This design comes from an exercise in tuning for small area, a short achievable clock period and few clock cycles per item on the open sky130 flow, not from production work. Where RTL was checked, it was by simulation tests only, not by an equivalence proof against the original.

==> flow/design.v (excerpt) <==
module dct8_stream #(
    parameter int IN_W        = 8,
    parameter int OUT_W       = 14,
    parameter int LEVEL_SHIFT = 0
) (
    input  logic                    clk,
    input  logic                    rst,
    input  logic                    en,
    input  logic                    in_valid,
    output logic                    in_ready,
    input  logic [IN_W-1:0]         x0,
    input  logic [IN_W-1:0]         x1,
    input  logic [IN_W-1:0]         x2,
    input  logic [IN_W-1:0]         x3,
    input  logic [IN_W-1:0]         x4,
    input  logic [IN_W-1:0]         x5,
    input  logic [IN_W-1:0]         x6,
    input  logic [IN_W-1:0]         x7,
    output logic                    out_valid,
    input  logic                    out_ready,
    output logic signed [OUT_W-1:0] y0,
    output logic signed [OUT_W-1:0] y1,
    output logic signed [OUT_W-1:0] y2,
    output logic signed [OUT_W-1:0] y3,
    output logic signed [OUT_W-1:0] y4,
    output logic signed [OUT_W-1:0] y5,
    output logic signed [OUT_W-1:0] y6,
    output logic signed [OUT_W-1:0] y7
);
Size: roughly 2,900 cells after synthesis, ~270 flip-flops, about 180 I/O pins.
==> flow/config.mk <==
export PLATFORM = sky130hd
export DESIGN_NAME = dct8_stream
export DESIGN_NICKNAME = dct8_stream
export VERILOG_FILES = /design/flow/design.v
export SDC_FILE = /design/flow/constraint.sdc
export NUM_CORES = 4
export LEC_CHECK = 0
export CAP_MARGIN = 20
export CORE_MARGIN = 2
export CORE_UTILIZATION = 50
export SLEW_MARGIN = 20
export SYNTH_HIERARCHICAL = 1
export TNS_END_PERCENT = 0
==> flow/constraint.sdc <==
create_clock -name core_clock -period 12.0 [get_ports {clk}]
set_input_delay 2.4000 -clock core_clock [delete_from_list [all_inputs] [get_ports {clk}]]
set_output_delay 2.4000 -clock core_clock [all_outputs]
set_load 0.01 [all_outputs]
standard.sh (not shown) runs the stock make flow with config.mk's settings and CLKGATE_MAP_FILE= SYNTH_SCRIPT=/design/flow/synth_recipe.tcl, a recipe that flattens the netlist after the stock synthesis.
==> flow/flow/run.sh <==
#!/bin/bash
# Standard ORFS layout, with repair_timing aiming below the clock period and
# plain buffers on the ports.
set -euo pipefail
bash standard.sh SETUP_SLACK_MARGIN=7.0 "BUFFER_PORTS_ARGS=-buffer_cell sky130_fd_sc_hd__buf_2" finish > standard_flow.log 2>&1
Testbench counts at the start, summed over its fixed seeds: cycles 1,040, items 1,024.
Rerun with:
==> flow/flow/run.sh (replaced) <==
#!/bin/bash
# Standard ORFS layout, with repair_timing aiming below the clock period and
# plain buffers on the ports.
set -euo pipefail
bash standard.sh SETUP_SLACK_MARGIN=7.4 "BUFFER_PORTS_ARGS=-buffer_cell sky130_fd_sc_hd__buf_2" finish > standard_flow.log 2>&1
Settings changed: ABC_AREA set to 1, TNS_END_PERCENT 0 to not set.
Outcome: The changed run finished clean. Clock skew goes up by 0.0053 ns. Utilization goes up by 0.43 points. Global-route usage goes down by 0.47 points. Clock-buffer cell count goes up by 1. Via count goes up by 10%. Final cell count goes up by 22%. Worst setup slack gains 0.48 ns. Routed wire length goes down by 0.39%. Worst hold slack loses 0.022 ns.
Rerun with:
==> flow/flow/run.sh (replaced) <==
#!/bin/bash
# Standard ORFS layout, with repair_timing aiming below the clock period and
# plain buffers on the ports.
set -euo pipefail
bash standard.sh SETUP_SLACK_MARGIN=7.3 "BUFFER_PORTS_ARGS=-buffer_cell sky130_fd_sc_hd__buf_2" finish > standard_flow.log 2>&1
Settings changed: ABC_AREA 1 to not set.
- die area decreases by 3.1%
- clock-buffer cell count increases by 5
- non-clock buffer count rises by 40
- sequential share of layout area grows by 0.28 points
- via count drops by 8.5%
Rerun with:
==> flow/flow/run.sh (replaced) <==
#!/bin/bash
# Standard ORFS layout, with repair_timing aiming below the clock period and
# plain buffers on the ports.
set -euo pipefail
bash standard.sh SETUP_SLACK_MARGIN=7.6 "BUFFER_PORTS_ARGS=-buffer_cell sky130_fd_sc_hd__buf_2" finish > standard_flow.log 2>&1
Settings changed: ABC_AREA set to 1.
The new run finished with timing, DRC and antenna clean.
Utilization grows by 0.94 points.
Routed wire length shrinks by about 1.7%.
Design area grows by 4.5%.
Synthesized cell count grows by about 30%.
Worst setup slack is better by 0.21 ns.
Sequential cell count stays the same.
Sequential share of layout area shrinks by 0.81 points.
Worst hold slack is worse by 0.014 ns.
Maximum frequency grows by 4.7%.
Rerun with:
==> flow/flow/run.sh (replaced) <==
#!/bin/bash
# Standard ORFS layout, with repair_timing aiming below the clock period and
# plain buffers on the ports.
set -euo pipefail
bash standard.sh SETUP_SLACK_MARGIN=7.4 "BUFFER_PORTS_ARGS=-buffer_cell sky130_fd_sc_hd__buf_2" finish > standard_flow.log 2>&1
Settings changed: ABC_AREA 1 to not set, TNS_END_PERCENT set to 0.
- The new run produced a clean layout
- setup slack got worse by 0.25 ns
- via count drops by 10%
- sequential cell count stays the same
- global-route usage climbs by 0.75 points

dct8_stream, a different RTL version from the one above (not shown whole).
For scale: about 2800 cells after synthesis, roughly 240 flip-flops, about 180 I/O pins.
==> flow/design.v (excerpt) <==
module dct8_stream #(
    parameter int IN_W        = 8,
    parameter int OUT_W       = 14,
    parameter int LEVEL_SHIFT = 0
) (
    input  logic                    clk,
    input  logic                    rst,
    input  logic                    en,
    input  logic                    in_valid,
    output logic                    in_ready,
    input  logic [IN_W-1:0]         x0,
    input  logic [IN_W-1:0]         x1,
    input  logic [IN_W-1:0]         x2,
    input  logic [IN_W-1:0]         x3,
    input  logic [IN_W-1:0]         x4,
    input  logic [IN_W-1:0]         x5,
    input  logic [IN_W-1:0]         x6,
    input  logic [IN_W-1:0]         x7,
    output logic                    out_valid,
    input  logic                    out_ready,
    output logic signed [OUT_W-1:0] y0,
    output logic signed [OUT_W-1:0] y1,
    output logic signed [OUT_W-1:0] y2,
    output logic signed [OUT_W-1:0] y3,
    output logic signed [OUT_W-1:0] y4,
    output logic signed [OUT_W-1:0] y5,
    output logic signed [OUT_W-1:0] y6,
    output logic signed [OUT_W-1:0] y7
);
==> flow/config.mk <==
export PLATFORM = sky130hd
export DESIGN_NAME = dct8_stream
export DESIGN_NICKNAME = dct8_stream
export VERILOG_FILES = /design/flow/design.v
export SDC_FILE = /design/flow/constraint.sdc
export NUM_CORES = 4
export LEC_CHECK = 0
export CAP_MARGIN = 20
export CORE_MARGIN = 2
export CORE_UTILIZATION = 50
export CTS_BUF_LIST = sky130_fd_sc_hd__clkbuf_8 sky130_fd_sc_hd__clkbuf_4
export SLEW_MARGIN = 20
export SYNTH_HIERARCHICAL = 1
==> flow/constraint.sdc <==
create_clock -name core_clock -period 12.0 [get_ports {clk}]
set_input_delay 2.4000 -clock core_clock [delete_from_list [all_inputs] [get_ports {clk}]]
set_output_delay 2.4000 -clock core_clock [all_outputs]
set_load 0.01 [all_outputs]
==> flow/flow/run.sh <==
#!/bin/bash
# Standard ORFS layout, with repair_timing aiming below the clock period and
# plain buffers on the ports.
set -euo pipefail
bash standard.sh SETUP_SLACK_MARGIN=7 "BUFFER_PORTS_ARGS=-buffer_cell sky130_fd_sc_hd__buf_2" finish > standard_flow.log 2>&1
The starting point finished clean.
==> next run, changes <==
- CTS_BUF_LIST: sky130_fd_sc_hd__clkbuf_8 sky130_fd_sc_hd__clkbuf_4 -> unset
Effect:
- non-clock buffer count drops by 2
- first-iteration DRC count drops by about 0.6%
- area after synthesis stays the same
- worst setup slack gets better by 0.023 ns
- cell area is about the same
- cell count drops by 0.81%
No functional check of the RTL was part of any run of this note.

-- afterwards: timing with drivers on the ports --
The results above use ideal ports. As a check the final layouts listed here were re-extracted and re-timed, cells and wires unchanged. Step 1 sets driving cells, clkbuf_16 on the clock port and buf_2 on the other inputs (assumed; they add their load-dependent delay and slew). Step 2 also shifts input and output timing later by t, the mid clock arrival at the registers, as if the neighbouring blocks saw the same clock. a / b / c = no drivers / after step 1 / after step 2; a / b = the first two.
run | t, ns | setup WS [ns] | hold WS [ns]
the first run of note 1 | 0.619 | 7.070 / 7.070 / 6.863 | 0.500 / 0.500 / 0.500
the second run of note 1 | 0.626 | 7.552 / 7.547 / 7.253 | 0.478 / 0.478 / 0.478
the third run of note 1 | 0.628 | 7.320 / 7.320 / 6.817 | 0.502 / 0.502 / 0.502
the fourth run of note 1 | 0.635 | 7.531 / 7.531 / 7.262 | 0.488 / 0.488 / 0.488
the fifth run of note 1 | 0.620 | 7.283 / 7.283 / 6.810 | 0.497 / 0.497 / 0.497
the first run of note 2 | 0.699 | 7.078 / 7.078 / 7.078 | 0.501 / 0.501 / 0.501
the second run of note 2 | 0.665 | 7.100 / 7.100 / 7.100 | 0.501 / 0.501 / 0.501
After both steps setup and hold are still met in every run listed. For the third run of note 1, which loses most, drivers alone change the setup slack by 0.000 ns; drivers and shift together by -0.503 ns.
